This is an optimization exercise on Yosys and OpenROAD, whose aim is small area, a short achievable clock period and few clock cycles per item, not a production implementation.
RTL that was checked went through simulation tests only; none was proved equivalent to the original.
Function not checked in run 1: the RTL went through the layout flow alone.

## design/flow/config.mk

```make
export PLATFORM = sky130hd
export DESIGN_NAME = polar_decoder
export DESIGN_NICKNAME = polar_decoder
export VERILOG_FILES = /design/flow/design.v
export SDC_FILE = /design/flow/constraint.sdc
export NUM_CORES = 4
export LEC_CHECK = 0
export ABC_AREA = 1
export CAP_MARGIN = 20
export CORE_MARGIN = 2
export CORE_UTILIZATION = 55
export SETUP_SLACK_MARGIN = 4.0
export SLEW_MARGIN = 20
export TNS_END_PERCENT = 100
```

## design/flow/constraint.sdc

```tcl
create_clock -name core_clock -period 10.0 [get_ports {clk}]
set_input_delay 2.0000 -clock core_clock [delete_from_list [all_inputs] [get_ports {clk}]]
set_output_delay 2.0000 -clock core_clock [all_outputs]
set_load 0.01 [all_outputs]
```

## design/flow/design.v

```verilog
`default_nettype none
package polar_pkg;
    typedef logic [16*12-1:0] llr_vec_t;
    typedef logic [16-1:0] msg_t;
endpackage
`default_nettype wire
`default_nettype none
module pfx_carry #(parameter int W = 8)
(
    input  wire [W-1:0] x,
    input  wire [W-1:0] y,
    input  wire         cin,
    output logic        cout
);
    always_comb begin
        logic [W-1:0] g;
        logic [W-1:0] p;
        g = x & y;
        p = x | y;
        g[0] = g[0] | (p[0] & cin);
        for (int d = 1; d < W; d = d * 2) begin
            for (int i = W - 1; i >= d; i--) begin
                g[i] = g[i] | (p[i] & g[i-d]);
                p[i] = p[i] & p[i-d];
            end
        end
        cout = g[W-1];
    end
endmodule
module pfx_add #(parameter int W = 8)
(
    input  wire [W-1:0] x,
    input  wire [W-1:0] y,
    input  wire         cin,
    output logic [W-1:0] s
);
    always_comb begin
        logic [W-1:0] g;
        logic [W-1:0] p;
        logic [W-1:0] h;
        g = x & y;
        p = x ^ y;
        h = p;
        g[0] = g[0] | (p[0] & cin);
        for (int d = 1; d < W; d = d * 2) begin
            for (int i = W - 1; i >= d; i--) begin
                g[i] = g[i] | (p[i] & g[i-d]);
                p[i] = p[i] & p[i-d];
            end
        end
        s[0] = h[0] ^ cin;
        for (int i = 1; i < W; i++) begin
            s[i] = h[i] ^ g[i-1];
        end
    end
endmodule
module mag_gt #(parameter int W = 8)
(
    input  wire [W-1:0] a,
    input  wire [W-1:0] b,
    output logic        gt
);
    logic ge_b;      
    pfx_carry #(.W(W)) u_c (.x(b), .y(~a), .cin(1'b1), .cout(ge_b));
    assign gt = ~ge_b;
endmodule
module pe_f #(parameter int W = 12)
(
    input  wire [W:0]   a,
    input  wire [W:0]   b,
    output logic [W:0]  y
);
    logic a_lt;
    mag_gt #(.W(W)) u_gt (.a(b[W-1:0]), .b(a[W-1:0]), .gt(a_lt));
    assign y = {a[W] ^ b[W], a_lt ? a[W-1:0] : b[W-1:0]};
endmodule
module pe_g_pre #(parameter int W = 12, parameter bit FAST = 1)
(
    input  wire [W:0]   a,
    input  wire [W:0]   b,
    output logic [W:0]  sum,
    output logic [W:0]  dif,         
    output logic        b_ge,        
    output logic        eq           
);
    logic [W:0] d1;
    logic [W:0] below;       
    if (FAST) begin : g_fast
        pfx_add #(.W(W+1)) u_s  (.x({1'b0, b[W-1:0]}), .y({1'b0, a[W-1:0]}), .cin(1'b0), .s(sum));
        pfx_add #(.W(W+1)) u_d1 (.x({1'b0, b[W-1:0]}), .y(~{1'b0, a[W-1:0]}), .cin(1'b1), .s(d1));
    end else begin : g_slow
        assign sum = {1'b0, b[W-1:0]} + {1'b0, a[W-1:0]};
        assign d1  = {1'b0, b[W-1:0]} - {1'b0, a[W-1:0]};
    end
    always_comb begin
        below[0] = 1'b0;
        for (int j = 1; j <= W; j++) begin
            below[j] = below[j-1] | d1[j-1];
        end
    end
    assign b_ge = ~d1[W];
    assign dif  = d1 ^ ({(W+1){d1[W]}} & below);
    assign eq   = (a[W-1:0] == b[W-1:0]);
endmodule
module pe_g_sel #(parameter int W = 12)
(
    input  wire         sa,
    input  wire         sb,
    input  wire         nza,
    input  wire         nzb,
    input  wire [W:0]   sum,
    input  wire [W:0]   dif,
    input  wire         b_ge,
    input  wire         eq,
    input  wire         t,
    output logic [W+1:0] y,          
    output logic        nz
);
    logic sa_t;
    logic sub;
    assign sa_t = sa ^ t;
    assign sub  = sa_t ^ sb;
    assign y    = sub ? {(b_ge ? sb : sa_t), dif} : {sb, sum};
    assign nz   = sub ? !eq : (nza | nzb);
endmodule
module leaf_pair #(parameter int W = 14)
(
    input  wire [W:0]   l0,
    input  wire [W:0]   l1,
    input  wire         nz0,
    input  wire         nz1,
    input  wire         fr0,
    input  wire         fr1,
    output logic        u0,
    output logic        u1
);
    logic s0, s1;
    logic gt10, gt01;
    logic sum_neg;
    assign s0 = l0[W];
    assign s1 = l1[W];
    mag_gt #(.W(W)) u_a (.a(l1[W-1:0]), .b(l0[W-1:0]), .gt(gt10));
    mag_gt #(.W(W)) u_b (.a(l0[W-1:0]), .b(l1[W-1:0]), .gt(gt01));
    assign sum_neg = gt10 ? s1 : (gt01 ? s0 : (s0 & s1 & nz0));
    assign u0 = !fr0 && nz0 && nz1 && (s0 ^ s1);
    assign u1 = !fr1 && (u0 ? s1 : sum_neg);
endmodule
module sc_quarter #(parameter int W = 13)
(
    input  wire [4*(W+1)-1:0] y,
    input  wire [3:0]         nz,
    input  wire [3:0]         fr,
    output logic [3:0]        u,
    output logic [3:0]        ps
);
    logic [W:0]   y0, y1, y2, y3;
    logic [W:0]   l0, l1;
    logic [W:0]   sum0, dif0, sum1, dif1;
    logic         ge0, eq0, ge1, eq1;
    logic [3:0]   v0, v1;
    logic [1:0]   sel;
    assign y0 = y[0*(W+1) +: W+1];
    assign y1 = y[1*(W+1) +: W+1];
    assign y2 = y[2*(W+1) +: W+1];
    assign y3 = y[3*(W+1) +: W+1];
    pe_f #(.W(W)) u_f0 (.a(y0), .b(y2), .y(l0));
    pe_f #(.W(W)) u_f1 (.a(y1), .b(y3), .y(l1));
    leaf_pair #(.W(W)) u_la (.l0(l0), .l1(l1), .nz0(nz[0] & nz[2]), .nz1(nz[1] & nz[3]),
                             .fr0(fr[0]), .fr1(fr[1]), .u0(u[0]), .u1(u[1]));
    pe_g_pre #(.W(W)) u_g0 (.a(y0), .b(y2), .sum(sum0), .dif(dif0), .b_ge(ge0), .eq(eq0));
    pe_g_pre #(.W(W)) u_g1 (.a(y1), .b(y3), .sum(sum1), .dif(dif1), .b_ge(ge1), .eq(eq1));
    for (genvar j = 0; j < 4; j++) begin : g_spec
        logic [W+1:0] c0, c1;
        logic         nzc0, nzc1;
        pe_g_sel #(.W(W)) u_s0 (.sa(y0[W]), .sb(y2[W]), .nza(nz[0]), .nzb(nz[2]),
                                .sum(sum0), .dif(dif0), .b_ge(ge0), .eq(eq0), .t(j[0]),
                                .y(c0), .nz(nzc0));
        pe_g_sel #(.W(W)) u_s1 (.sa(y1[W]), .sb(y3[W]), .nza(nz[1]), .nzb(nz[3]),
                                .sum(sum1), .dif(dif1), .b_ge(ge1), .eq(eq1), .t(j[1]),
                                .y(c1), .nz(nzc1));
        leaf_pair #(.W(W+1)) u_lb (.l0(c0), .l1(c1), .nz0(nzc0), .nz1(nzc1),
                                   .fr0(fr[2]), .fr1(fr[3]), .u0(v0[j]), .u1(v1[j]));
    end
    assign sel  = {u[1], u[0] ^ u[1]};
    assign u[2] = v0[sel];
    assign u[3] = v1[sel];
    assign ps   = {u[3], u[2] ^ u[3], u[1] ^ u[3], u[0] ^ u[1] ^ u[2] ^ u[3]};
endmodule
module half_stage_a #(parameter int W = 13)
(
    input  wire  [8*(W+1)-1:0] x,
    input  wire  [3:0]         fr,
    output logic [3:0]         u,
    output logic [3:0]         ps,
    output logic [4*(W+2)-1:0] z,
    output logic [3:0]         nz
);
    logic [4*(W+1)-1:0] yl;
    logic [3:0]         nzl;
    sc_quarter #(.W(W)) u_ql (.y(yl), .nz(nzl), .fr(fr), .u(u), .ps(ps));
    for (genvar i = 0; i < 4; i++) begin : g_l
        logic [W:0]   a, b;
        logic [W:0]   sum, dif;
        logic         ge, eq, nza, nzb;
        logic [W+1:0] z0, z1;
        logic         nz0, nz1;
        assign a   = x[i*(W+1) +: W+1];
        assign b   = x[(i+4)*(W+1) +: W+1];
        assign nza = |a[W-1:0];
        assign nzb = |b[W-1:0];
        pe_f #(.W(W)) u_f (.a(a), .b(b), .y(yl[i*(W+1) +: W+1]));
        assign nzl[i] = nza & nzb;
        pe_g_pre #(.W(W), .FAST(0)) u_p (.a(a), .b(b), .sum(sum), .dif(dif), .b_ge(ge), .eq(eq));
        pe_g_sel #(.W(W)) u_s0 (.sa(a[W]), .sb(b[W]), .nza(nza), .nzb(nzb),
                                .sum(sum), .dif(dif), .b_ge(ge), .eq(eq),
                                .t(1'b0), .y(z0), .nz(nz0));
        pe_g_sel #(.W(W)) u_s1 (.sa(a[W]), .sb(b[W]), .nza(nza), .nzb(nzb),
                                .sum(sum), .dif(dif), .b_ge(ge), .eq(eq),
                                .t(1'b1), .y(z1), .nz(nz1));
        assign z[i*(W+2) +: W+2] = ps[i] ? z1 : z0;
        assign nz[i]             = ps[i] ? nz1 : nz0;
    end
endmodule
module half_stage_b #(parameter int W = 13)
(
    input  wire  [4*(W+2)-1:0] z,
    input  wire  [3:0]         nz,
    input  wire  [3:0]         fr,
    output logic [3:0]         u,
    output logic [3:0]         ps
);
    sc_quarter #(.W(W+1)) u_qr (.y(z), .nz(nz), .fr(fr), .u(u), .ps(ps));
endmodule
`default_nettype wire
`default_nettype none
module sc_controller
(
    input  wire                   clk,
    input  wire  [192-1:0]   rdata,
    input  wire                   llr_cycle,     
    input  wire  [4:0]            a_k,           
    input  wire                   a_right,       
    output logic                  b_right,       
    output polar_pkg::msg_t       message        
);
    localparam int XW = 14;                      
    logic [16*13-1:0]    ch_sm;                  
    logic [16*13-1:0]    ch_a;
    logic [16*13-1:0]    ch_b;
    logic [8*XW-1:0]     x_a;
    logic [8*XW-1:0]     x_d;
    logic [15:0]         frozen_a;
    logic [7:0]          fr_a;
    logic [3:0]          u_a;
    logic [3:0]          ps_a;
    logic [4*15-1:0]     z_a;
    logic [4*15-1:0]     z_b;
    logic [3:0]          nz_a;
    logic [3:0]          nz_b;
    logic [3:0]          psl_b;
    logic [3:0]          ul_b;
    logic [3:0]          fr_b;
    logic [4:0]          k_b;
    logic [3:0]          u_b;
    logic [3:0]          ps_b;
    logic [7:0]          left;
    logic [7:0]          u_half;
    logic [7:0]          u_lo1;
    logic [7:0]          u_lo2;
    logic [15:0]         u_all;
    localparam logic [63:0] RANK = {
        4'd15, 4'd14, 4'd13, 4'd10, 4'd12, 4'd9, 4'd8, 4'd4,
        4'd11, 4'd7,  4'd6,  4'd3,  4'd5,  4'd2, 4'd1, 4'd0
    };
    for (genvar i = 0; i < 16; i++) begin : g_frz
        assign frozen_a[i] = ({1'b0, RANK[4*i +: 4]} + {1'b0, a_k}) < 6'd16;
    end
    assign fr_a = a_right ? frozen_a[15:8] : frozen_a[7:0];
    for (genvar i = 0; i < 16; i++) begin : g_sm
        logic [11:0] c;
        logic [11:0] below;      
        assign c = rdata[12*i +: 12];
        always_comb begin
            below[0] = 1'b0;
            for (int j = 1; j < 12; j++) begin
                below[j] = below[j-1] | c[j-1];
            end
        end
        assign ch_sm[13*i +: 13] = {c[11], c ^ ({12{c[11]}} & below)};
    end
    for (genvar i = 0; i < 8; i++) begin : g_root
        logic [12:0] fa, fb, fv;
        logic [12:0] ga, gb;
        logic [12:0] sum, dif;
        logic        ge, eq;
        logic [13:0] gv;
        logic        gnz;
        assign fa = ch_sm[13*i +: 13];
        assign fb = ch_sm[13*(i+8) +: 13];
        pe_f #(.W(12)) u_f (.a(fa), .b(fb), .y(fv));
        assign ga = ch_b[13*i +: 13];
        assign gb = ch_b[13*(i+8) +: 13];
        pe_g_pre #(.W(12), .FAST(0)) u_p (.a(ga), .b(gb), .sum(sum), .dif(dif), .b_ge(ge), .eq(eq));
        pe_g_sel #(.W(12)) u_s (.sa(ga[12]), .sb(gb[12]), .nza(|ga[11:0]), .nzb(|gb[11:0]),
                                .sum(sum), .dif(dif), .b_ge(ge), .eq(eq), .t(left[i]),
                                .y(gv), .nz(gnz));
        assign x_d[XW*i +: XW] = llr_cycle ? {fv[12], 1'b0, fv[11:0]} : gv;
    end
    half_stage_a #(.W(13)) u_sa (
        .x    (x_a),
        .fr   (fr_a[3:0]),
        .u    (u_a),
        .ps   (ps_a),
        .z    (z_a),
        .nz   (nz_a)
    );
    half_stage_b #(.W(13)) u_sb (
        .z    (z_b),
        .nz   (nz_b),
        .fr   (fr_b),
        .u    (u_b),
        .ps   (ps_b)
    );
    assign left   = {ps_b, psl_b ^ ps_b};
    assign u_half = {u_b, ul_b};
    always_ff @(posedge clk) begin
        ch_a    <= ch_sm;
        ch_b    <= ch_a;
        x_a     <= x_d;
        z_b     <= z_a;
        nz_b    <= nz_a;
        psl_b   <= ps_a;
        ul_b    <= u_a;
        fr_b    <= fr_a[7:4];
        k_b     <= a_k;
        b_right <= a_right;
        u_lo1   <= u_half;
        u_lo2   <= u_lo1;
    end
    assign u_all = {u_half, u_lo2};
    always_comb begin
        case (k_b)
            5'd0: message = {1'b0, 1'b0, 1'b0, 1'b0, 1'b0, 1'b0, 1'b0, 1'b0, 1'b0, 1'b0, 1'b0, 1'b0, 1'b0, 1'b0, 1'b0, 1'b0};
            5'd1: message = {1'b0, 1'b0, 1'b0, 1'b0, 1'b0, 1'b0, 1'b0, 1'b0, 1'b0, 1'b0, 1'b0, 1'b0, 1'b0, 1'b0, 1'b0, u_all[15]};
            5'd2: message = {1'b0, 1'b0, 1'b0, 1'b0, 1'b0, 1'b0, 1'b0, 1'b0, 1'b0, 1'b0, 1'b0, 1'b0, 1'b0, 1'b0, u_all[15], u_all[14]};
            5'd3: message = {1'b0, 1'b0, 1'b0, 1'b0, 1'b0, 1'b0, 1'b0, 1'b0, 1'b0, 1'b0, 1'b0, 1'b0, 1'b0, u_all[15], u_all[14], u_all[13]};
            5'd4: message = {1'b0, 1'b0, 1'b0, 1'b0, 1'b0, 1'b0, 1'b0, 1'b0, 1'b0, 1'b0, 1'b0, 1'b0, u_all[15], u_all[14], u_all[13], u_all[11]};
            5'd5: message = {1'b0, 1'b0, 1'b0, 1'b0, 1'b0, 1'b0, 1'b0, 1'b0, 1'b0, 1'b0, 1'b0, u_all[15], u_all[14], u_all[13], u_all[11], u_all[7]};
            5'd6: message = {1'b0, 1'b0, 1'b0, 1'b0, 1'b0, 1'b0, 1'b0, 1'b0, 1'b0, 1'b0, u_all[15], u_all[14], u_all[13], u_all[12], u_all[11], u_all[7]};
            5'd7: message = {1'b0, 1'b0, 1'b0, 1'b0, 1'b0, 1'b0, 1'b0, 1'b0, 1'b0, u_all[15], u_all[14], u_all[13], u_all[12], u_all[11], u_all[10], u_all[7]};
            5'd8: message = {1'b0, 1'b0, 1'b0, 1'b0, 1'b0, 1'b0, 1'b0, 1'b0, u_all[15], u_all[14], u_all[13], u_all[12], u_all[11], u_all[10], u_all[9], u_all[7]};
            5'd9: message = {1'b0, 1'b0, 1'b0, 1'b0, 1'b0, 1'b0, 1'b0, u_all[15], u_all[14], u_all[13], u_all[12], u_all[11], u_all[10], u_all[9], u_all[7], u_all[6]};
            5'd10: message = {1'b0, 1'b0, 1'b0, 1'b0, 1'b0, 1'b0, u_all[15], u_all[14], u_all[13], u_all[12], u_all[11], u_all[10], u_all[9], u_all[7], u_all[6], u_all[5]};
            5'd11: message = {1'b0, 1'b0, 1'b0, 1'b0, 1'b0, u_all[15], u_all[14], u_all[13], u_all[12], u_all[11], u_all[10], u_all[9], u_all[7], u_all[6], u_all[5], u_all[3]};
            5'd12: message = {1'b0, 1'b0, 1'b0, 1'b0, u_all[15], u_all[14], u_all[13], u_all[12], u_all[11], u_all[10], u_all[9], u_all[8], u_all[7], u_all[6], u_all[5], u_all[3]};
            5'd13: message = {1'b0, 1'b0, 1'b0, u_all[15], u_all[14], u_all[13], u_all[12], u_all[11], u_all[10], u_all[9], u_all[8], u_all[7], u_all[6], u_all[5], u_all[4], u_all[3]};
            5'd14: message = {1'b0, 1'b0, u_all[15], u_all[14], u_all[13], u_all[12], u_all[11], u_all[10], u_all[9], u_all[8], u_all[7], u_all[6], u_all[5], u_all[4], u_all[3], u_all[2]};
            5'd15: message = {1'b0, u_all[15], u_all[14], u_all[13], u_all[12], u_all[11], u_all[10], u_all[9], u_all[8], u_all[7], u_all[6], u_all[5], u_all[4], u_all[3], u_all[2], u_all[1]};
            5'd16: message = {u_all[15], u_all[14], u_all[13], u_all[12], u_all[11], u_all[10], u_all[9], u_all[8], u_all[7], u_all[6], u_all[5], u_all[4], u_all[3], u_all[2], u_all[1], u_all[0]};
            default: message = '0;
        endcase
    end
endmodule
`default_nettype wire
`default_nettype none
module frame_sequencer
(
    input  wire                  clk,
    input  wire                  rst_n,
    input  wire                  module_en,
    input  wire  [192-1:0]  rdata,
    output logic [11-1:0]  raddr,
    output logic                 llr_cycle,
    output logic [4:0]           a_k,
    output logic                 a_right,
    input  wire                  b_right,
    input  wire  polar_pkg::msg_t message,
    output logic [6-1:0]  waddr,
    output polar_pkg::msg_t      wdata,
    output logic                 wen,
    output logic                 proc_done
);
    typedef enum logic [1:0] {
        IDLE,
        READ_COUNT,
        RUN
    } state_t;
    state_t                 state;
    logic [1:0]             slot;        
    logic [6:0]             frame;
    logic [8:0]             addr;
    logic [8:0]             addr_next;
    logic [1:0]             slot_next;
    logic [6:0]             frame_next;
    logic [7-1:0]  n_q;
    logic [7-1:0]  w_cnt;
    logic [4:0]             k_hdr0, k_hdr1;
    logic [4:0]             k_q0, k_q1;
    logic [4:0]             k_clip;
    logic                   a_odd;
    logic [7:0]             a_pkt;
    logic                   a_valid;
    logic                   a_last;
    logic                   b_valid;
    logic                   b_last;
    assign raddr     = {{(11-9){1'b0}}, addr};
    assign waddr     = w_cnt[6-1:0];
    assign llr_cycle = (state == RUN) && slot[1];
    assign k_clip    = (rdata[10 +: 8] >= 8'(16)) ? 5'd16 : rdata[10 +: 5];
    assign a_odd   = ~slot[0];
    assign a_right = (slot == 2'd1) || (slot == 2'd2);
    assign a_pkt   = (slot == 2'd3) ? {frame, 1'b0} : ({frame, 1'b0} - 8'd2 + {7'd0, a_odd});
    assign a_valid = (state == RUN) && ((slot == 2'd3) || (frame != '0)) && (a_pkt < {1'b0, n_q});
    assign a_last  = (a_pkt == {1'b0, n_q} - 8'd1);
    assign a_k     = a_odd ? k_q1 : k_q0;
    assign slot_next  = slot + 2'd1;
    assign frame_next = (slot == 2'd3) ? frame + 7'd1 : frame;
    always_comb begin
        case (slot_next)
            2'd0:    addr_next = {frame_next, 2'd1};
            2'd1:    addr_next = {frame_next, 2'd3};
            2'd2:    addr_next = {frame_next, 2'd2};
            default: addr_next = {frame_next, 2'd0} + 9'd4;
        endcase
    end
    always_ff @(posedge clk or negedge rst_n) begin
        if (!rst_n) begin
            state     <= IDLE;
            slot      <= '0;
            frame     <= '0;
            addr      <= '0;
            n_q       <= '0;
            w_cnt     <= '0;
            b_valid   <= 1'b0;
            b_last    <= 1'b0;
            wen       <= 1'b0;
            proc_done <= 1'b0;
        end else begin
            b_valid   <= a_valid && a_right;
            b_last    <= a_last;
            wen       <= 1'b0;
            proc_done <= 1'b0;
            if (wen) begin
                w_cnt <= w_cnt + 1'b1;
            end
            case (state)
                IDLE: begin
                    if (module_en) begin
                        state <= READ_COUNT;
                        w_cnt <= '0;
                    end
                end
                READ_COUNT: begin
                    n_q <= rdata[7-1:0];
                    if (rdata[7-1:0] == '0) begin
                        state     <= IDLE;
                        proc_done <= 1'b1;
                    end else begin
                        state <= RUN;
                        slot  <= 2'd0;
                        frame <= '0;
                        addr  <= 9'd1;
                    end
                end
                RUN: begin
                    slot  <= slot_next;
                    frame <= frame_next;
                    addr  <= addr_next;
                    if (b_valid) begin
                        wen <= 1'b1;
                        if (b_last) begin
                            state     <= IDLE;
                            addr      <= '0;
                            proc_done <= 1'b1;
                        end
                    end
                end
                default: state <= IDLE;
            endcase
        end
    end
    always_ff @(posedge clk) begin
        if (state == RUN) begin
            case (slot)
                2'd0:    k_hdr0 <= k_clip;
                2'd1:    k_hdr1 <= k_clip;
                2'd2:    k_q0   <= k_hdr0;
                default: k_q1   <= k_hdr1;
            endcase
        end
        wdata <= message;
    end
endmodule
`default_nettype wire
`default_nettype none
module polar_decoder
(
    input  wire                  clk,
    input  wire                  rst_n,
    input  wire                  module_en,
    input  wire  [192-1:0]  rdata,
    output logic [11-1:0]  raddr,
    output logic [6-1:0]  waddr,
    output logic [16-1:0]  wdata,
    output logic                 wen,
    output logic                 proc_done
);
    polar_pkg::msg_t  message;
    logic [4:0]       a_k;
    logic             llr_cycle;
    logic             a_right;
    logic             b_right;
    frame_sequencer u_seq (
        .clk       (clk),
        .rst_n     (rst_n),
        .module_en (module_en),
        .rdata     (rdata),
        .raddr     (raddr),
        .llr_cycle (llr_cycle),
        .a_k       (a_k),
        .a_right   (a_right),
        .b_right   (b_right),
        .message   (message),
        .waddr     (waddr),
        .wdata     (wdata),
        .wen       (wen),
        .proc_done (proc_done)
    );
    sc_controller u_ctrl (
        .clk       (clk),
        .rdata     (rdata),
        .llr_cycle (llr_cycle),
        .a_k       (a_k),
        .a_right   (a_right),
        .b_right   (b_right),
        .message   (message)
    );
endmodule
`default_nettype wire
```

## design/flow/run.sh

```bash
#!/bin/bash
# synth_recipe.tcl (not shown) runs the flow's synth.tcl, then flattens the netlist and writes it again
# the make line also repeats each setting of config.mk as NAME=value (left out here)
make -C /OpenROAD-flow-scripts/flow DESIGN_CONFIG=/design/flow/config.mk WORK_HOME=/design/flow/orfs CLKGATE_MAP_FILE= SYNTH_SCRIPT=/design/flow/synth_recipe.tcl finish
```

==> results by group, run 1 <==
Timing
  – Unrepaired setup endpoints after global routing: yes
  – Rel. slew slack: a little over a fifth
  – Pins over their slew limit: 0
  – Post-layout minimum cycle time: 5860 ps
  – Skew final: between 50 and 60 ps
  – Min Hold Slack: between 300 and 400 ps
  – Setup_tns: 0 ps
  – Worst Tran Pin Value: 1180 ps
  – Final count of negative-setup-slack endpoints: 0
  – Fmax: 171 MHz
  – Final hold violation count: 0
  – Final period utilization: approximately three fifths
  – Post-route setup slack: 4140 ps

Synthesis
  – Yosys warns: 12
  – Post-synthesis compound-gate area fraction: 14.2%
  – Post-synth top flop: dfxtp_1
  – Distinct cell type count after synthesis: 74
  – Synth Cell Area: between 50000 and 60000 sq um
  – Flops & latches, synth: 697
  – Asr flop ratio synth: under 10%
  – Mux share of post-synthesis cell area: 0%
  – Mean Syn Cell Area: 6.57 sq um
  – Largest family of logic cells by synthesized area: simple AND/OR/NAND/NOR gates
  – Post-Synth Adder-Cell Area: about an eighth
  – EDFF count, synth: 20
  – Gate Count Post-Synth: 8982
  – Synth Area in Simple Gates: between 20% and 30%
  – XOR/XNOR Fraction of Synth Area: a little under a tenth
  – Sequential share of the synthesized area: 24.3%

Worst setup path
  – Crit path buffers/inverters: 5
  – FF-to-FF path depth: 41
  – CP required: 10480 ps
  – Worst Path Max Fanout: 8
  – Arr. time, crit path: 6340 ps
  – CP Class: reg -> reg
  – Crit path capture type: flop
  – Critical path depth: 41
  – Crit-path slowest cell: dfxtp_4
  – Crit-path max cell delay: 400 ps
  – CP dominant cell by count: nand2_1
  – Setup crit start kind: flop
  – CP top delay family: simple AND/OR/NAND/NOR gates

Floorplanning
  – Die Span Y: 332 um
  – # rows: 120
  – Total Die Area: between 100000 and 150000 sq um
  – CORE AREA: 107000 sq um
  – Die Width: 332 um
  – Initial Utilization: 55.3%
  – IO Count: 230

Placement
  – GP Congestion: around 1.1
  – I/O Buffers: roughly 230
  – Placed cell area: 62100 sq um
  – Post-place setup slack: roughly 2200 ps
  – Detailed Place HPWL: ~150000 um

Run
  – Maxcap violations: 0

CTS
  – H-Tree Depth: 3
  – Clock sink count: 697
  – CTS Buf Count: 75
  – Root buffer cell: clkbuf_16
  – Worst skew pair latency: 680 ps
  – CTS max path bufs: 3
  – CTS tree: done
  – Clk pin slew, worst setup/hold paths: 60 ps

Layout
  – Syn-to-layout area delta: 16.0%
  – Final Cell Area: 68500 sq um
  – Layout fillers: 9881
  – Final net count: ~10000
  – Multi-input gate area: 40700 sq um
  – Ratio of cells with drive above 1 in the final layout: about a tenth
  – Sequential Area: between 10000 and 15000 sq um
  – Final core utilization: 64.1%

Global routing
  – Vias in the first global route: between 50000 and 60000
  – Largest net degree at the start of global routing: roughly 130
  – Total GRT Usage: 33.1%
  – Global-route wire length before repair: 290000 um
  – Grt ovf: 0
  – Initial antenna violation count: 10

Hold path
  – Worst hold-check path type: reg -> reg
  – Worst hold path cell count: 0

Drt
  – Vias post-DR: 58200
  – DRC violations left: 0
  – Initial DRC Count: 4549
  – Total Wirelength: between 150000 and 200000 um
  – Average vias per placed instance: 5.45
  – WL/cell: 18.1 um
  – DRT antenna net count: 0
  – DR pass1 iterations: 8

Outcome
  – Status: no timing/DRC/antenna violations
per-layer routing:
| metal | global-route usage, % | up-vias | share of wire [%] |
|---|---|---|---|
| met5 | 0 | - | 0.013 |
| met4 | 16.5 | 4 | 6.0 |
| met3 | 4.05 | 465 | 6.8 |
| met2 | 53.6 | 2134 | 44 |
| met1 | 43.5 | 26500 | 43 |
| li1 | - | 29100 | - |
cell families (layout without fill, tap and decap cells):
family / after synthesis / after routing
xor+xnor: 620 / 620
simple gates: 3977 / 4001
other cells: 1 / 6
flops: 697 / 697
compound gates: 1455 / 1456
buf+inv: 1654 / 1924
fa+ha+maj: 578 / 578
cell usage in the layout, fill, tap and decap left out, types with 85 or more instances in the layout:
cell type and count:
o21bai_1 101, xor2_1 424, nand2_1 2159, nand3_1 598, clkdlybuf4s50_1 226, o21ai_0 446, o21ai_1 88, inv_1 1312
nand2_2 85, nand4_1 101, inv_2 94, dfxtp_1 568, buf_4 109, nor2_1 692, a21oi_1 417, xnor2_1 171
ha_1 491
area by class of cell:
cell class,count,area share (%)
multi-input cells,6657,59.5
flip-flops and latches,697,21.2
inverters,1425,7.89
repair buffers,359,5.00
clock buffers,102,3.07
well taps,1403,2.56
clock inverters,34,0.704
repair inverters,4,0.0603
diodes,4,0.0146
registers in the layout, indices dropped and copies added (netlist names), 2 cells and up:
register,flops
u_seq.state,2
u_ctrl.x_a,112
u_seq.k_q0,5
u_seq.addr,9
u_ctrl.ch_b,208
u_ctrl.psl_b,4
u_ctrl.nz_b,4
u_ctrl.fr_b,4
u_seq.n_q,7
u_ctrl.u_lo2,8
u_seq.k_q1,5
u_seq.slot,2
u_seq.k_hdr1,5
u_seq.frame,7
u_seq.wdata,16
u_ctrl.k_b,5
u_seq.w_cnt,6
u_ctrl.ul_b,3
u_ctrl.u_lo1,8
u_ctrl.z_b,60
u_seq.k_hdr0,5
u_ctrl.ch_a,208
synth_stat cells, types with 15 or more instances:
| master | n | share of area [%] |
|---|---|---|
| inv_2 | 57 | 0.36 |
| buf_4 | 27 | 0.34 |
| nand3b_1 | 27 | 0.34 |
| nand4_1 | 101 | 1.1 |
| nand2_2 | 29 | 0.31 |
| dfxtp_1 | 640 | 22 |
| o21ai_1 | 144 | 1.2 |
| xnor2_1 | 172 | 2.6 |
| ha_1 | 545 | 12 |
| o21ai_0 | 473 | 4.0 |
| o21bai_1 | 102 | 1.3 |
| clkbuf_1 | 115 | 0.73 |
| xor2_1 | 443 | 6.6 |
| o211ai_1 | 52 | 0.66 |
| buf_2 | 53 | 0.45 |
| o22ai_1 | 44 | 0.47 |
| or2_2 | 25 | 0.26 |
| o221ai_1 | 33 | 0.49 |
| nand2_1 | 2232 | 14 |
| inv_1 | 1356 | 8.6 |
| nand3_2 | 29 | 0.49 |
| edfxtp_1 | 20 | 1.0 |
| nor4_1 | 38 | 0.40 |
| a31oi_1 | 16 | 0.17 |
| nor3_1 | 87 | 0.74 |
| buf_6 | 17 | 0.32 |
| fa_1 | 32 | 1.1 |
| buf_1 | 16 | 0.10 |
| dfrtp_1 | 37 | 1.6 |
| nor2_2 | 15 | 0.16 |
| nor2_1 | 719 | 4.6 |
| nand3_1 | 624 | 5.3 |
| a21oi_1 | 442 | 3.7 |
| o31ai_1 | 51 | 0.65 |
through the flow:
stage	instances
floorplan	8983
global route	10700
detailed placement	10400
CTS	10600
global placement	10400
finish	10700
worst reg2reg max path, delay by kind of cell (launching register included):
family	cells	cell delay, ps
flops	1	400
compound gates	5	860
buf+inv	5	570
fa+ha+maj	3	770
xor+xnor	1	190
simple gates	27	2910
final timing paths:
kind / startpoint / end / slack, ps
max: u_ctrl.x_a[57]$_DFF_P_ / u_ctrl.z_b[56]$_DFF_P_ / 4140
min: u_ctrl.ch_a[118]$_DFF_P_ / u_ctrl.ch_b[118]$_DFF_P_ / 310
max reg2reg: u_ctrl.x_a[57]$_DFF_P_ / u_ctrl.z_b[56]$_DFF_P_ / 4140
min reg2reg: u_ctrl.ch_a[118]$_DFF_P_ / u_ctrl.ch_b[118]$_DFF_P_ / 310
max in group asynchronous: rst_n / u_seq.n_q[5]$_DFFE_PN0P_ / 8020
min in group asynchronous: rst_n / u_seq.w_cnt[3]$_DFF_PN0_ / 1430
timing repair:
item,CTS,global route
cloned,11,18
resized for setup,179,499
pin swaps,17,116
endpoints found under the setup margin,161,164
setup buffers,19,95
hold buffers,0,0
==> run 2, diff against run 1 <==
--- a/design/flow/design.v
+++ b/design/flow/design.v
@@ -164,6 +164,6 @@
     assign y2 = y[2*(W+1) +: W+1];
     assign y3 = y[3*(W+1) +: W+1];
-    pe_f #(.W(W)) u_f0 (.a(y0), .b(y2), .y(l0));
-    pe_f #(.W(W)) u_f1 (.a(y1), .b(y3), .y(l1));
+    assign l0 = {y0[W] ^ y2[W], ge0 ? y0[W-1:0] : y2[W-1:0]};
+    assign l1 = {y1[W] ^ y3[W], ge1 ? y1[W-1:0] : y3[W-1:0]};
     leaf_pair #(.W(W)) u_la (.l0(l0), .l1(l1), .nz0(nz[0] & nz[2]), .nz1(nz[1] & nz[3]),
                              .fr0(fr[0]), .fr1(fr[1]), .u0(u[0]), .u1(u[1]));
==> results by group, run 2 <==
Synthesis
  – Area fraction of the dominant cell type after synthesis: 22.3% (was 21.7%)
  – Synth Cell Area: 57400 sq um (was 59000 sq um)
  – Yosys warns: 12 (unchanged)
  – Synth area leader: dfxtp_1 (unchanged)
  – Sequential share of the synthesized area: 25.0% (was 24.3%)
  – Post-synth top flop: dfxtp_1 (unchanged)
  – Gate Count Post-Synth: 8711 (was 8982)
  – Mean Syn Cell Area: 6.59 sq um (was 6.57 sq um)
  – Most numerous cell in the Yosys netlist: nand2_1 (unchanged)
  – EDFF count, synth: 20 (unchanged)
  – Most instantiated cells after synthesis: 2177 x nand2_1, 1290 x inv_1, 668 x nor2_1, 654 x nand3_1, 640 x dfxtp_1 (was 2232 x nand2_1, 1356 x inv_1, 719 x nor2_1, 640 x dfxtp_1, 624 x nand3_1)
  – Asr flop ratio synth: 5.31% (unchanged)
  – Top post-synthesis cells by area: dfxtp_1 22%, nand2_1 14%, ha_1 11% (was dfxtp_1 22%, nand2_1 14%, ha_1 12%)
  – Flops & latches, synth: 697 (unchanged)
  – Distinct cell type count after synthesis: 72 (was 74)

Worst setup path
  – Crit-path max cell delay: 360 ps (was 400 ps)
  – Crit path capture type: flop (unchanged)
  – Setup crit start kind: flop (unchanged)
  – CP required: 10560 ps (was 10480 ps)
  – Worst Path Max Fanout: 15 (was 8)
  – Crit-path slowest cell: dfxtp_2 (was dfxtp_4)
  – Arr. time, crit path: 6460 ps (was 6340 ps)
  – CP Class: reg -> reg (unchanged)
  – CP dominant cell by count: nand2_1 (unchanged)

Drt
  – Vias post-DR: 57300 (was 58200)
  – M1 WL: 82100 um (was 82900 um)
  – DRT antenna net count: 0 (unchanged)
  – Max Used Layer: met5 (unchanged)
  – DR pass1 iterations: 6 (was 8)
  – Average vias per placed instance: 5.49 (was 5.45)
  – WL/cell: 18.4 um (was 18.1 um)
  – Met2 WL: 86500 um (was 85600 um)
  – Initial DRC Count: 4751 (was 4549)
  – Total Wirelength: 192000 um (was 193000 um)
  – Met3 WL: 13600 um (was 13200 um)
  – DRC violations left: 0 (unchanged)

Placement
  – Post-place setup slack: 2040 ps (was 2210 ps)
  – I/O Buffers: 227 (unchanged)
  – Placed cell area: 60500 sq um (was 62100 sq um)
  – GP Congestion: 1.01 (was 1.06)
  – Detailed Place HPWL: 152000 um (was 155000 um)

Timing
  – Rel. slew slack: 24.1% (was 20.8%)
  – Final hold violation count: 0 (unchanged)
  – Unrepaired setup endpoints after global routing: yes (unchanged)
  – Final count of negative-setup-slack endpoints: 0 (unchanged)
  – Final period utilization: 59.1% (was 58.6%)
  – Fmax: 169 MHz (was 171 MHz)
  – Skew final: 38.5 ps (was 55.8 ps)
  – Post-layout minimum cycle time: 5910 ps (was 5860 ps)
  – Worst Tran Pin Value: 1140 ps (was 1180 ps)
  – Pins over their slew limit: 0 (unchanged)
  – Setup_tns: 0 ps (unchanged)
  – Post-route setup slack: 4090 ps (was 4140 ps)

CTS
  – CTS tree: done (unchanged)
  – Clock sink count: 697 (unchanged)
  – Root buffer cell: clkbuf_16 (unchanged)
  – Worst skew pair latency: 680 ps (about the same)
  – Clk pin slew, worst setup/hold paths: 60 ps (about the same)
  – Cts hold-fix bufs: 0 (unchanged)
  – CTS max path bufs: 3 (unchanged)
  – H-Tree Depth: 3 (unchanged)
  – CTS Buf Count: 76 (was 75)

Floorplanning
  – Die Span Y: 327 um (was 332 um)
  – Total Die Area: 107000 sq um (was 110000 sq um)
  – Die Width: 327 um (was 332 um)
  – CORE AREA: 103000 sq um (was 107000 sq um)
  – IO Count: 230 (unchanged)
  – Initial Utilization: 55.4% (was 55.3%)
  – # rows: 118 (was 120)

Global routing
  – Vias in the first global route: 52100 (was 52200)
  – Grt ovf: 0 (unchanged)
  – Global-route wire length before repair: 287000 um (was 290000 um)
  – Initial antenna violation count: 11 (was 10)
  – Total GRT Usage: 33.9% (was 33.1%)
  – Largest net degree at the start of global routing: 64 (was 131)

Layout
  – Syn-to-layout area delta: 17.6% (was 16.0%)
  – Most common cell after layout, fill and taps aside: nand2_1 (unchanged)
  – Ratio of cells with drive above 1 in the final layout: 10.9% (was 10.2%)
  – Layout fillers: 9396 (was 9881)
  – Most frequent cells in the layout: 2075 x nand2_1, 1245 x inv_1, 630 x nor2_1, 594 x nand3_1, 549 x dfxtp_1 (was 2159 x nand2_1, 1312 x inv_1, 692 x nor2_1, 598 x nand3_1, 568 x dfxtp_1)
  – Final net count: 9697 (was 9991)
  – Biggest regs: u_ctrl.ch_a x208, u_ctrl.ch_b x208, u_ctrl.x_a x112 (unchanged)
  – Final Cell Area: 67500 sq um (was 68500 sq um)

Run
  – Maxcap violations: 0 (unchanged)

Outcome
  – Status: no timing/DRC/antenna violations (unchanged)

Hold path
  – Worst hold-check path type: reg -> reg (unchanged)
-- run 2: worst paths after layout --
kind	start	to	slack [ps]	cells past startpoint
max reg2reg	u_ctrl.x_a[21]$_DFF_P_	u_ctrl.z_b[39]$_DFF_P_	4090	41
max	u_ctrl.x_a[21]$_DFF_P_	u_ctrl.z_b[39]$_DFF_P_	4090	41
min	u_ctrl.ch_a[137]$_DFF_P_	u_ctrl.ch_b[137]$_DFF_P_	310	0
min in group asynchronous	rst_n	u_seq.addr[4]$_DFFE_PN0P_	1430	1
max in group asynchronous	rst_n	u_seq.w_cnt[2]$_DFF_PN0_	8020	1
min reg2reg	u_ctrl.ch_a[137]$_DFF_P_	u_ctrl.ch_b[137]$_DFF_P_	310	0
-- run 2: timing repair --
action                                  CTS  global route
endpoints found under the setup margin  187           172
gates resized for setup                 216           583
cloned                                   14            13
endpoints found under the hold margin     0             0
pin swaps                                27           134
setup buffers                            33           110
-- run 2: critical path, delay by kind of cell (launching register included) --
family,cells,cell delay (ps)
fa+ha+maj,2,470
simple gates,24,2800
buf+inv,10,1460
flops,1,360
compound gates,5,650
-- run 2: cells by family (layout without fill, tap and decap cells) --
logic type	count (synthesis)	after routing	share of synthesized area [%]
multiplexers	1	1	0.0174
XOR/XNOR	632	632	9.66
AO/OA/AOI/OAI	1446	1446	14.5
flip-flops	697	697	25.0
buffers and inverters	1548	1851	10.5
other	1	5	0.00653
adder cells (fa/ha/maj)	524	524	11.8
AND/OR/NAND/NOR	3862	3886	28.5
-- run 2: area by class of cell --
class	count	area, sq um	share of cell area [%]
timing repair buffer	391	3780	5.61
clock buffer	91	2040	3.02
clock inverter	47	686	1.02
sequential	697	14500	21.5
multi-input combinational	6491	39700	58.8
tap	1380	1730	2.56
antenna	3	7.51	0.0111
timing repair inverter	2	18.8	0.0278
inverter	1320	5050	7.48
-- run 2: per-stage QoR --
step                      instances  util [%]  hold WS [ps]
after floorplan                8712         -           310
after detailed placement      10100      58.4           312
after global routing          10400      65.2           313
after global placement        10100      58.4           310
final                         10400      65.2           309
after CTS                     10300      62.2           301
-- run 2: routing by layer --
layer / up-vias / global-route usage (%)
li1: 28500 / -
met1: 26300 / 43.7
met2: 2001 / 55.9
met3: 446 / 5.35
met4: 16 / 15.2
met5: - / 0
Testbench counts of run 2, summed over its fixed seeds: cycles 2,238, packets 760.
==> run 3, diff against run 2 <==
--- a/design/flow/config.mk
+++ b/design/flow/config.mk
@@ -10,5 +10,5 @@
 export CORE_MARGIN = 2
 export CORE_UTILIZATION = 55
-export SETUP_SLACK_MARGIN = 4.0
+export SETUP_SLACK_MARGIN = 4.5
 export SLEW_MARGIN = 20
 export TNS_END_PERCENT = 100
==> results by group, run 3 <==
CTS
  – Clk pin slew, worst setup/hold paths: 60 ps (about the same)
  – CTS Buf Count: 76 (unchanged)
  – CTS max path bufs: 3 (unchanged)
  – CTS tree: done (unchanged)
  – Worst skew pair latency: 690 ps (was 680 ps)
  – Clock sink count: 697 (unchanged)
  – Root buffer cell: clkbuf_16 (unchanged)
  – Cts hold-fix bufs: 0 (unchanged)
  – H-Tree Depth: 3 (unchanged)

Synthesis
  – Mean Syn Cell Area: 6.59 sq um (unchanged)
  – Most instantiated cells after synthesis: 2177 x nand2_1, 1290 x inv_1, 668 x nor2_1, 654 x nand3_1, 640 x dfxtp_1 (unchanged)
  – Synth Cell Area: 57400 sq um (unchanged)
  – Sequential share of the synthesized area: 25.0% (unchanged)
  – Gate Count Post-Synth: 8711 (unchanged)
  – EDFF count, synth: 20 (unchanged)
  – Flops & latches, synth: 697 (unchanged)
  – Synth area leader: dfxtp_1 (unchanged)
  – Most numerous cell in the Yosys netlist: nand2_1 (unchanged)
  – Distinct cell type count after synthesis: 72 (unchanged)
  – Area fraction of the dominant cell type after synthesis: 22.3% (unchanged)
  – Yosys warns: 12 (unchanged)
  – Top post-synthesis cells by area: dfxtp_1 22%, nand2_1 14%, ha_1 11% (unchanged)
  – Post-synth top flop: dfxtp_1 (unchanged)
  – Asr flop ratio synth: 5.31% (unchanged)

Timing
  – Setup_tns: 0 ps (unchanged)
  – Fmax: 172 MHz (was 169 MHz)
  – Final hold violation count: 0 (unchanged)
  – Post-route setup slack: 4170 ps (was 4090 ps)
  – Skew final: 38.5 ps (about the same)
  – Final period utilization: 58.3% (was 59.1%)
  – Pins over their slew limit: 0 (unchanged)
  – Post-layout minimum cycle time: 5830 ps (was 5910 ps)
  – Unrepaired setup endpoints after global routing: yes (unchanged)
  – Rel. slew slack: 20.2% (was 24.1%)
  – Worst Tran Pin Value: 1200 ps (was 1140 ps)
  – Final count of negative-setup-slack endpoints: 0 (unchanged)

Floorplanning
  – IO Count: 230 (unchanged)
  – CORE AREA: 103000 sq um (unchanged)
  – Total Die Area: 107000 sq um (unchanged)
  – Die Width: 327 um (unchanged)
  – # rows: 118 (unchanged)
  – Initial Utilization: 55.4% (unchanged)
  – Die Span Y: 327 um (unchanged)

Worst setup path
  – Crit-path max cell delay: 410 ps (was 360 ps)
  – Crit path capture type: flop (unchanged)
  – CP required: 10550 ps (was 10560 ps)
  – CP dominant cell by count: nand2_2 (was nand2_1)
  – Worst Path Max Fanout: 8 (was 15)
  – Setup crit start kind: flop (unchanged)
  – Crit-path slowest cell: fa_2 (was dfxtp_2)
  – Arr. time, crit path: 6380 ps (was 6460 ps)
  – CP Class: reg -> reg (unchanged)

Global routing
  – Global-route wire length before repair: 296000 um (was 287000 um)
  – Vias in the first global route: 53800 (was 52100)
  – Initial antenna violation count: 10 (was 11)
  – Grt ovf: 0 (unchanged)
  – Total GRT Usage: 35.0% (was 33.9%)
  – Largest net degree at the start of global routing: 64 (unchanged)

Outcome
  – Status: no timing/DRC/antenna violations (unchanged)

Layout
  – Most frequent cells in the layout: 1955 x nand2_1, 1211 x inv_1, 612 x nor2_1, 551 x nand3_1, 524 x dfxtp_1 (was 2075 x nand2_1, 1245 x inv_1, 630 x nor2_1, 594 x nand3_1, 549 x dfxtp_1)
  – Most common cell after layout, fill and taps aside: nand2_1 (unchanged)
  – Biggest regs: u_ctrl.ch_a x208, u_ctrl.ch_b x208, u_ctrl.x_a x112 (unchanged)
  – Final core utilization: 68.4% (was 65.2%)
  – Final Cell Area: 70800 sq um (was 67500 sq um)
  – Syn-to-layout area delta: 23.3% (was 17.6%)
  – Post-route insts no fill: 10600 (was 10400)
  – Ratio of cells with drive above 1 in the final layout: 16.2% (was 10.9%)
  – Final net count: 9839 (was 9697)

Placement
  – Detailed Place HPWL: 152000 um (unchanged)
  – Dpl cells: 10100 (unchanged)
  – Placed cell area: 60500 sq um (unchanged)
  – Post-place setup slack: 2040 ps (unchanged)
  – GP Congestion: 1.01 (unchanged)
  – I/O Buffers: 227 (unchanged)

Drt
  – DRT antenna net count: 0 (unchanged)
  – DRC violations left: 0 (unchanged)
  – WL/cell: 18.8 um (was 18.4 um)
  – Initial DRC Count: 5029 (was 4751)
  – Vias post-DR: 58700 (was 57300)
  – Average vias per placed instance: 5.55 (was 5.49)
  – DR pass1 iterations: 10 (was 6)
  – Total Wirelength: 199000 um (was 192000 um)

Run
  – Maxcap violations: 0 (unchanged)

Hold path
  – Worst hold-check path type: reg -> reg (unchanged)
[run 3: cell counts after synthesis]
Identical to the previous run, type by type.
[run 3: metal layers]
metal	global-route usage (%)	part of all wire [%]	vias up	routed length (um)
met2	58.5	46	2248	91000
met1	44.1	41	27100	82200
li1	-	-	28800	-
met3	6.15	7.7	548	15400
met5	0	0.056	-	111
met4	15.4	5.2	16	10500
[run 3: layout make-up]
class | count | area (sq um)
Inverter | 1320 | 5090
Timing Repair inverter | 4 | 43.8
Clock buffer | 91 | 2040
Multi-Input combinational cell | 6503 | 41600
Sequential cell | 697 | 14600
Clock inverter | 47 | 686
Tap cell | 1380 | 1730
Timing Repair Buffer | 519 | 4900
Antenna cell | 4 | 10.0
Fill cell | 8992 | 32700
[run 3: final timing paths]
path                            depth (start not counted)  slack (ps)                        end                      from
worst max-delay path                                   38        4170     u_ctrl.z_b[42]$_DFF_P_    u_ctrl.x_a[31]$_DFF_P_
worst max register to register                         38        4170     u_ctrl.z_b[42]$_DFF_P_    u_ctrl.x_a[31]$_DFF_P_
worst min-delay path                                    0         310   u_ctrl.ch_b[137]$_DFF_P_  u_ctrl.ch_a[137]$_DFF_P_
min in group asynchronous                               1        1440  u_seq.addr[4]$_DFFE_PN0P_                     rst_n
max in group asynchronous                               1        8020   u_seq.w_cnt[2]$_DFF_PN0_                     rst_n
worst min register to register                          0         310   u_ctrl.ch_b[137]$_DFF_P_  u_ctrl.ch_a[137]$_DFF_P_
[run 3: what timing repair did]
item                                    CTS  global route
gates cloned                             26            16
setup buffers                           148           122
gates resized for setup                 697           691
endpoints found under the setup margin  190           184
pin swaps                               124           263
[run 3: through the flow]
stage               hold slack, ps
floorplan                      310
global placement               310
detailed placement             312
CTS                            301
global route                   313
finish                         308
[run 3: worst max-delay path, delay by kind of cell, from the launching register on]
family / cells / cell delay [ps]
flip-flops: 1 / 390
buffers and inverters: 4 / 610
XOR/XNOR: 1 / 250
AO/OA/AOI/OAI: 9 / 1330
AND/OR/NAND/NOR: 22 / 2460
adder cells (fa/ha/maj): 2 / 620
[run 3: kinds of logic after synthesis]
group	Yosys count	share of synthesized area [%]
xor+xnor	632	9.66
simple gates	3862	28.5
compound gates	1446	14.5
other cells	1	0.00653
flops	697	25.0
fa+ha+maj	524	11.8
buf+inv	1548	10.5
mux	1	0.0174
==> run 4, diff against run 3 <==
--- a/design/flow/config.mk
+++ b/design/flow/config.mk
@@ -6,9 +6,9 @@
 export NUM_CORES = 4
 export LEC_CHECK = 0
-export ABC_AREA = 1
 export CAP_MARGIN = 20
 export CORE_MARGIN = 2
 export CORE_UTILIZATION = 55
-export SETUP_SLACK_MARGIN = 4.5
+export PLACE_DENSITY = 0.75
+export SETUP_SLACK_MARGIN = 4.0
 export SLEW_MARGIN = 20
 export TNS_END_PERCENT = 100
==> results by group, run 4 <==
Outcome
  – Status: no timing/DRC/antenna violations (unchanged)

Placement
  – Dpl cells: 8385 (was 10100)
  – GP Congestion: 0.983 (was 1.01)
  – I/O Buffers: 227 (unchanged)
  – Detailed Place HPWL: 138000 um (was 152000 um)
  – Post-place setup slack: 942 ps (was 2040 ps)

Synthesis
  – Top post-synthesis cells by area: dfxtp_1 23%, ha_1 11%, xnor2_1 7.0% (was dfxtp_1 22%, nand2_1 14%, ha_1 11%)
  – Synth Cell Area: 56500 sq um (was 57400 sq um)
  – Asr flop ratio synth: 5.31% (unchanged)
  – Synth area leader: dfxtp_1 (unchanged)
  – EDFF count, synth: 20 (unchanged)
  – Flops & latches, synth: 697 (unchanged)
  – Area fraction of the dominant cell type after synthesis: 22.7% (was 22.3%)
  – Gate Count Post-Synth: 7040 (was 8711)
  – Post-synth top flop: dfxtp_1 (unchanged)
  – Sequential share of the synthesized area: 25.4% (was 25.0%)
  – Distinct cell type count after synthesis: 130 (was 72)
  – Most instantiated cells after synthesis: 807 x nor2_1, 640 x dfxtp_1, 555 x nand2_1, 532 x inv_1, 493 x ha_1 (was 2177 x nand2_1, 1290 x inv_1, 668 x nor2_1, 654 x nand3_1, 640 x dfxtp_1)
  – Yosys warns: 12 (unchanged)
  – Most numerous cell in the Yosys netlist: nor2_1 (was nand2_1)
  – Mean Syn Cell Area: 8.02 sq um (was 6.59 sq um)

Floorplanning
  – Die Width: 324 um (was 327 um)
  – # rows: 117 (was 118)
  – Initial Utilization: 55.4% (about the same)
  – CORE AREA: 102000 sq um (was 103000 sq um)
  – Total Die Area: 105000 sq um (was 107000 sq um)
  – IO Count: 230 (unchanged)
  – Die Span Y: 324 um (was 327 um)

Layout
  – Ratio of cells with drive above 1 in the final layout: 20.8% (was 16.2%)
  – Final net count: 8219 (was 9839)
  – Layout fillers: 7868 (was 8992)
  – Biggest regs: u_ctrl.ch_a x208, u_ctrl.ch_b x208, u_ctrl.x_a x112 (unchanged)
  – Most frequent cells in the layout: 771 x nor2_1, 563 x dfxtp_1, 518 x nand2_1, 495 x inv_1, 425 x ha_1 (was 1955 x nand2_1, 1211 x inv_1, 612 x nor2_1, 551 x nand3_1, 524 x dfxtp_1)
  – Most common cell after layout, fill and taps aside: nor2_1 (was nand2_1)
  – Final core utilization: 70.6% (was 68.4%)
  – Syn-to-layout area delta: 27.3% (was 23.3%)
  – Post-route insts no fill: 8931 (was 10600)

Drt
  – Average vias per placed instance: 6.03 (was 5.55)
  – Vias post-DR: 53900 (was 58700)
  – Initial DRC Count: 4640 (was 5029)
  – WL/cell: 21.0 um (was 18.8 um)
  – Total Wirelength: 187000 um (was 199000 um)
  – DRT antenna net count: 0 (unchanged)
  – DRC violations left: 0 (unchanged)
  – DR pass1 iterations: 8 (was 10)

Global routing
  – Total GRT Usage: 33.2% (was 35.0%)
  – Initial antenna violation count: 8 (was 10)
  – Largest net degree at the start of global routing: 73 (was 64)
  – Grt ovf: 0 (unchanged)
  – Vias in the first global route: 50900 (was 53800)
  – Global-route wire length before repair: 281000 um (was 296000 um)

CTS
  – CTS Buf Count: 74 (was 76)
  – CTS tree: done (unchanged)
  – Root buffer cell: clkbuf_16 (unchanged)
  – Cts hold-fix bufs: 0 (unchanged)
  – Worst skew pair latency: 680 ps (was 690 ps)
  – Clock sink count: 697 (unchanged)
  – CTS max path bufs: 3 (unchanged)
  – Clk pin slew, worst setup/hold paths: 60 ps (about the same)
  – H-Tree Depth: 3 (unchanged)

Timing
  – Setup_tns: 0 ps (unchanged)
  – Skew final: 29.5 ps (was 38.5 ps)
  – Final hold violation count: 0 (unchanged)
  – Worst Tran Pin Value: 1240 ps (was 1200 ps)
  – Post-route setup slack: 2340 ps (was 4170 ps)
  – Pins over their slew limit: 0 (unchanged)
  – Unrepaired setup endpoints after global routing: yes (unchanged)
  – Post-layout minimum cycle time: 7660 ps (was 5830 ps)
  – Final count of negative-setup-slack endpoints: 0 (unchanged)
  – Rel. slew slack: 16.9% (was 20.2%)
  – Final period utilization: 76.6% (was 58.3%)
  – Fmax: 131 MHz (was 172 MHz)

Worst setup path
  – Crit path capture type: flop (unchanged)
  – Crit-path max cell delay: 540 ps (was 410 ps)
  – R2r setup slk: 2340 ps (was 4170 ps)
  – CP required: 10580 ps (was 10550 ps)
  – Worst Path Max Fanout: 7 (was 8)
  – Crit-path slowest cell: xnor3_4 (was fa_2)
  – Reg-to-Reg Start: u_ctrl.x_a[71]$_DFF_P_ (was u_ctrl.x_a[31]$_DFF_P_)
  – Worst setup path endpoint: u_ctrl.z_b[4]$_DFF_P_ (was u_ctrl.z_b[42]$_DFF_P_)
  – Crit. Startpoint: u_ctrl.x_a[71]$_DFF_P_ (was u_ctrl.x_a[31]$_DFF_P_)
  – CP Class: reg -> reg (unchanged)
  – CP dominant cell by count: buf_6 (was nand2_2)
  – Setup crit start kind: flop (unchanged)
  – Arr. time, crit path: 8230 ps (was 6380 ps)
  – FF-to-FF path depth: 37 (was 38)
  – Reg2reg end: u_ctrl.z_b[4]$_DFF_P_ (was u_ctrl.z_b[42]$_DFF_P_)

Hold path
  – Worst hold-check path type: reg -> reg (unchanged)

Run
  – Maxcap violations: 0 (unchanged)
run 4: cell types whose count changed after synthesis, moves of 132 or more:
cell / change
nand2_1: -1622
inv_1: -758
nand3_1: -562
xnor2_1: +269
xor2_1: -213
o21ai_0: -187
a21o_1: +172
mux2i_1: +170
nor2_1: +139
nand2b_1: +132
run 4: repair_timing:
action / in CTS / in global routing
buffers inserted: 308 / 81
endpoints found under the setup margin: 190 / 192
resized for setup: 962 / 332
gates cloned: 15 / 4
pin swaps: 276 / 185
run 4: critical path, delay by kind of cell, from the launching register on:
family                     cells  cell delay, ps
and+or+nand+nor                5             660
xor gates and xnor gates       2             760
adders and majority gates      2             410
DFF                            1             370
muxes                          4             810
AOI/OAI and AO/OA             15            3420
buffers and inverters          9            1130
run 4: layout make-up:
class,count,area (sq um),area share [%]
diodes,3,7.51,0.0104
clock buffers,88,1990,2.76
clock inverters,47,628,0.874
inverters,535,2060,2.86
multi-input cells,5528,44600,62.0
flip-flops and latches,697,14500,20.2
well taps,1368,1710,2.38
repair buffers,665,6450,8.97
run 4: through the flow:
step	area, sq um	hold WS (ps)
after floorplan	57500	310
after global placement	60500	310
after detailed placement	60500	312
after CTS	69700	308
after global routing	71900	321
final	71900	311
run 4: kinds of logic (layout without fill, tap and decap cells):
logic type | Yosys count | in the layout | synth area share (%)
xor+xnor | 702 | 709 | 11.2
buf+inv | 829 | 1335 | 5.69
fa+ha+maj | 645 | 645 | 14.2
mux | 212 | 212 | 4.19
compound gates | 1752 | 1755 | 20.9
simple gates | 2202 | 2205 | 18.4
flops | 697 | 697 | 25.4
other cells | 1 | 5 | 0.00664
run 4: worst min-delay path by stage:
stage	start	endpoint	cells after the start
4_1_cts	u_ctrl.ch_a[60]$_DFF_P_	u_ctrl.ch_b[60]$_DFF_P_	0
2_1_floorplan	u_ctrl.ch_a[0]$_DFF_P_	u_ctrl.ch_b[0]$_DFF_P_	0
3_3_place_gp	u_ctrl.ch_a[99]$_DFF_P_	u_ctrl.ch_b[99]$_DFF_P_	0
5_1_grt	u_ctrl.ch_a[26]$_DFF_P_	u_ctrl.ch_b[26]$_DFF_P_	0
6_report	u_ctrl.ch_a[60]$_DFF_P_	u_ctrl.ch_b[60]$_DFF_P_	0
3_5_place_dp	u_ctrl.ch_a[100]$_DFF_P_	u_ctrl.ch_b[100]$_DFF_P_	0
run 4: routing by layer:
layer  routed length [um]  up-vias  track usage (%)
li1                     -    25600                -
met1                77600    25500             42.3
met2                85400     2292             54.0
met3                14100      517             5.81
met4                 9930        6             16.6
met5                   39        -                0
==> run 5, diff against run 4 <==
--- a/design/flow/config.mk
+++ b/design/flow/config.mk
@@ -6,4 +6,5 @@
 export NUM_CORES = 4
 export LEC_CHECK = 0
+export ABC_AREA = 1
 export CAP_MARGIN = 20
 export CORE_MARGIN = 2
==> results by group, run 5 <==
Layout
  – Multi-input gate area: 39000 sq um (was 44600 sq um)
  – Most frequent cells in the layout: 2090 x nand2_1, 1261 x inv_1, 636 x nor2_1, 623 x nand3_1, 558 x dfxtp_1 (was 771 x nor2_1, 563 x dfxtp_1, 518 x nand2_1, 495 x inv_1, 425 x ha_1)
  – Ratio of cells with drive above 1 in the final layout: 9.26% (was 20.8%)
  – Syn-to-layout area delta: 15.7% (was 27.3%)
  – Most common cell after layout, fill and taps aside: nand2_1 (was nor2_1)
  – Final core utilization: 64.2% (was 70.6%)
  – Layout fillers: 9388 (was 7868)

Synthesis
  – Most numerous cell in the Yosys netlist: nand2_1 (was nor2_1)
  – Synth area leader: dfxtp_1 (unchanged)
  – Gate Count Post-Synth: 8711 (was 7040)
  – Flops & latches, synth: 697 (unchanged)
  – Mean Syn Cell Area: 6.59 sq um (was 8.02 sq um)
  – Yosys warns: 12 (unchanged)
  – Sequential share of the synthesized area: 25.0% (was 25.4%)
  – EDFF count, synth: 20 (unchanged)
  – Synth Cell Area: 57400 sq um (was 56500 sq um)
  – Asr flop ratio synth: 5.31% (unchanged)
  – Top post-synthesis cells by area: dfxtp_1 22%, nand2_1 14%, ha_1 11% (was dfxtp_1 23%, ha_1 11%, xnor2_1 7.0%)
  – Most instantiated cells after synthesis: 2177 x nand2_1, 1290 x inv_1, 668 x nor2_1, 654 x nand3_1, 640 x dfxtp_1 (was 807 x nor2_1, 640 x dfxtp_1, 555 x nand2_1, 532 x inv_1, 493 x ha_1)
  – Post-synth top flop: dfxtp_1 (unchanged)
  – Distinct cell type count after synthesis: 72 (was 130)

Outcome
  – Status: no timing/DRC/antenna violations (unchanged)

Drt
  – WL/cell: 17.5 um (was 21.0 um)
  – Vias post-DR: 56900 (was 53900)
  – DRT antenna net count: 0 (unchanged)
  – Total Wirelength: 182000 um (was 187000 um)
  – DRC violations left: 0 (unchanged)
  – Initial DRC Count: 4753 (was 4640)

Hold path
  – Worst Hold Path EP: u_ctrl.ch_b[42]$_DFF_P_ (was u_ctrl.ch_b[60]$_DFF_P_)
  – Worst hold path cell count: 0 (unchanged)

Global routing
  – Initial antenna violation count: 11 (was 8)
  – Global-route wire length before repair: 278000 um (was 281000 um)
  – Largest net degree at the start of global routing: 54 (was 73)
  – Grt ovf: 0 (unchanged)

CTS
  – Clock sink count: 697 (unchanged)
  – Cts hold-fix bufs: 0 (unchanged)
  – CTS tree: done (unchanged)
  – Root buffer cell: clkbuf_16 (unchanged)
  – Clk pin slew, worst setup/hold paths: 70 ps (was 60 ps)
  – CTS Buf Count: 77 (was 74)
  – CTS max path bufs: 3 (unchanged)
  – Worst skew pair latency: 680 ps (about the same)

Worst setup path
  – Worst Path Max Fanout: 8 (was 7)
  – Crit-path max cell delay: 400 ps (was 540 ps)
  – Crit path capture type: flop (unchanged)
  – Setup crit start kind: flop (unchanged)
  – CP required: 10590 ps (was 10580 ps)
  – Crit. Startpoint: u_ctrl.x_a[51]$_DFF_P_ (was u_ctrl.x_a[71]$_DFF_P_)
  – R2r setup slk: 4140 ps (was 2340 ps)
  – Reg-to-Reg Start: u_ctrl.x_a[51]$_DFF_P_ (was u_ctrl.x_a[71]$_DFF_P_)
  – CP Class: reg -> reg (unchanged)

Timing
  – Rel. slew slack: 32.3% (was 16.9%)
  – Final count of negative-setup-slack endpoints: 0 (unchanged)
  – Final period utilization: 58.6% (was 76.6%)
  – Worst Tran Pin Value: 1010 ps (was 1240 ps)
  – Setup_tns: 0 ps (unchanged)
  – Unrepaired setup endpoints after global routing: yes (unchanged)
  – Fmax: 171 MHz (was 131 MHz)

Placement
  – GP Congestion: 1.03 (was 0.983)

Floorplanning
  – IO Count: 230 (unchanged)
  – # rows: 118 (was 117)
  – CORE AREA: 103000 sq um (was 102000 sq um)
  – Die Width: 327 um (was 324 um)
  – Initial Utilization: 55.4% (about the same)
-- run 5: cell types whose count changed in the layout (fill, tap and decap cells not counted), moves of 183 or more --
cell | previous run | this run
nand3_1 | 80 | 623
o21ai_0 | 233 | 479
inv_1 | 495 | 1261
nand2_1 | 518 | 2090
xor2_1 | 230 | 441
xnor2_1 | 418 | 180
buf_4 | 292 | 109
-- run 5: layout make-up --
| cell class | count | share of cell area (%) |
|---|---|---|
| timing repair inverter | 2 | 0.0188 |
| inverter | 1320 | 7.54 |
| timing repair buffer | 358 | 5.23 |
| antenna | 4 | 0.0151 |
| clock buffer | 98 | 3.20 |
| multi-input combinational | 6490 | 58.7 |
| clock inverter | 42 | 0.867 |
| sequential | 697 | 21.8 |
| tap | 1380 | 2.60 |
-- run 5: what timing repair did --
| action | 4_1_cts | 5_1_grt |
|---|---|---|
| setup endpoints to repair | 186 | 174 |
| pin swaps | 20 | 95 |
| gates resized for setup | 153 | 471 |
| setup buffers | 26 | 82 |
| cloned | 10 | 15 |
-- run 5: routing by layer --
| layer | GRT usage [%] | share of wire, % |
|---|---|---|
| met1 | 41.0 | 42 |
| met3 | 4.78 | 6.8 |
| met4 | 15.6 | 5.3 |
| met2 | 53.8 | 45 |
| met5 | 0 | 0.029 |
-- run 5: worst max-delay path by stage --
stage,to,slack (ps),cells past startpoint
after CTS,u_ctrl.x_a[23]$_DFF_P_,4000,34
after global placement,u_ctrl.x_a[26]$_SDFF_PP0_,2250,32
after floorplan,u_ctrl.z_b[34]$_DFF_P_,4500,41
final,u_ctrl.nz_b[0]$_DFF_P_,4140,42
after global routing,u_ctrl.z_b[36]$_DFF_P_,3900,41
after detailed placement,u_ctrl.z_b[5]$_DFF_P_,2200,36
-- run 5: per-stage QoR --
stage / worst slack, ps / area [sq um] / hold slack [ps] / std cells
6_report: 4140 / 66400 / 318 / 10400
5_1_grt: 3900 / 66400 / 320 / 10400
4_1_cts: 4000 / 63900 / 319 / 10300
3_5_place_dp: 2200 / 60500 / 312 / 10100
3_3_place_gp: 2250 / 60500 / 310 / 10100
2_1_floorplan: 4500 / 57400 / 310 / 8712
-- run 5: logic make-up after synthesis --
group                    after synthesis  synth area share, %
buffers and inverters               1548                 10.5
flip-flops                           697                 25.0
AND/OR/NAND/NOR                     3862                 28.5
other                                  1              0.00653
adder cells (fa/ha/maj)              524                 11.8
multiplexers                           1               0.0174
XOR/XNOR                             632                 9.66
AO/OA/AOI/OAI                       1446                 14.5
-- run 5: critical path, delay by kind of cell (launching register included) --
kind	cells	cell delay, ps
flops	1	350
simple gates	22	2080
buf+inv	7	790
compound gates	9	1450
fa+ha+maj	3	820
xor+xnor	1	280

separate check: timing with driven ports:
In the flow no input, the clock included, has a driving cell. The finished layouts below were timed again as built, in two steps. Step 1 sets driving cells, clkbuf_16 on the clock port and buf_2 on the other inputs (assumed; they add their load-dependent delay and slew). Step 2 adds t to the input delays and takes it off the output delays; t is the mean of the earliest and latest rising clock arrival at the registers after step 1. Input paths then give back, and output paths get back, about the clock's delay inside the block. a / b / c = ideal / step 1 / step 2; a / b = the first two.
run | t, ns | setup slack, ns | slew at the worst register clock pin (ns) | worst slew at a driven data input, ns | cell pins on the clock port's net
run 1 | 0.722 | 4.139 / 4.139 / 3.727 | 0.07 / 0.07 | 0.17 | 1
run 2 | 0.740 | 4.094 / 4.094 / 3.754 | 0.07 / 0.07 | 0.12 | 1
run 3 | 0.742 | 4.169 / 4.169 / 4.125 | 0.07 / 0.07 | 0.12 | 1
run 4 | 0.740 | 2.343 / 2.343 / 2.343 | 0.07 / 0.07 | 0.10 | 1
run 5 | 0.739 | 4.143 / 4.143 / 3.764 | 0.07 / 0.07 | 0.08 | 1
After both steps setup and hold are still met in every run listed. For run 1, which loses most, drivers alone change the setup slack by 0.000 ns; drivers and shift together by -0.412 ns.
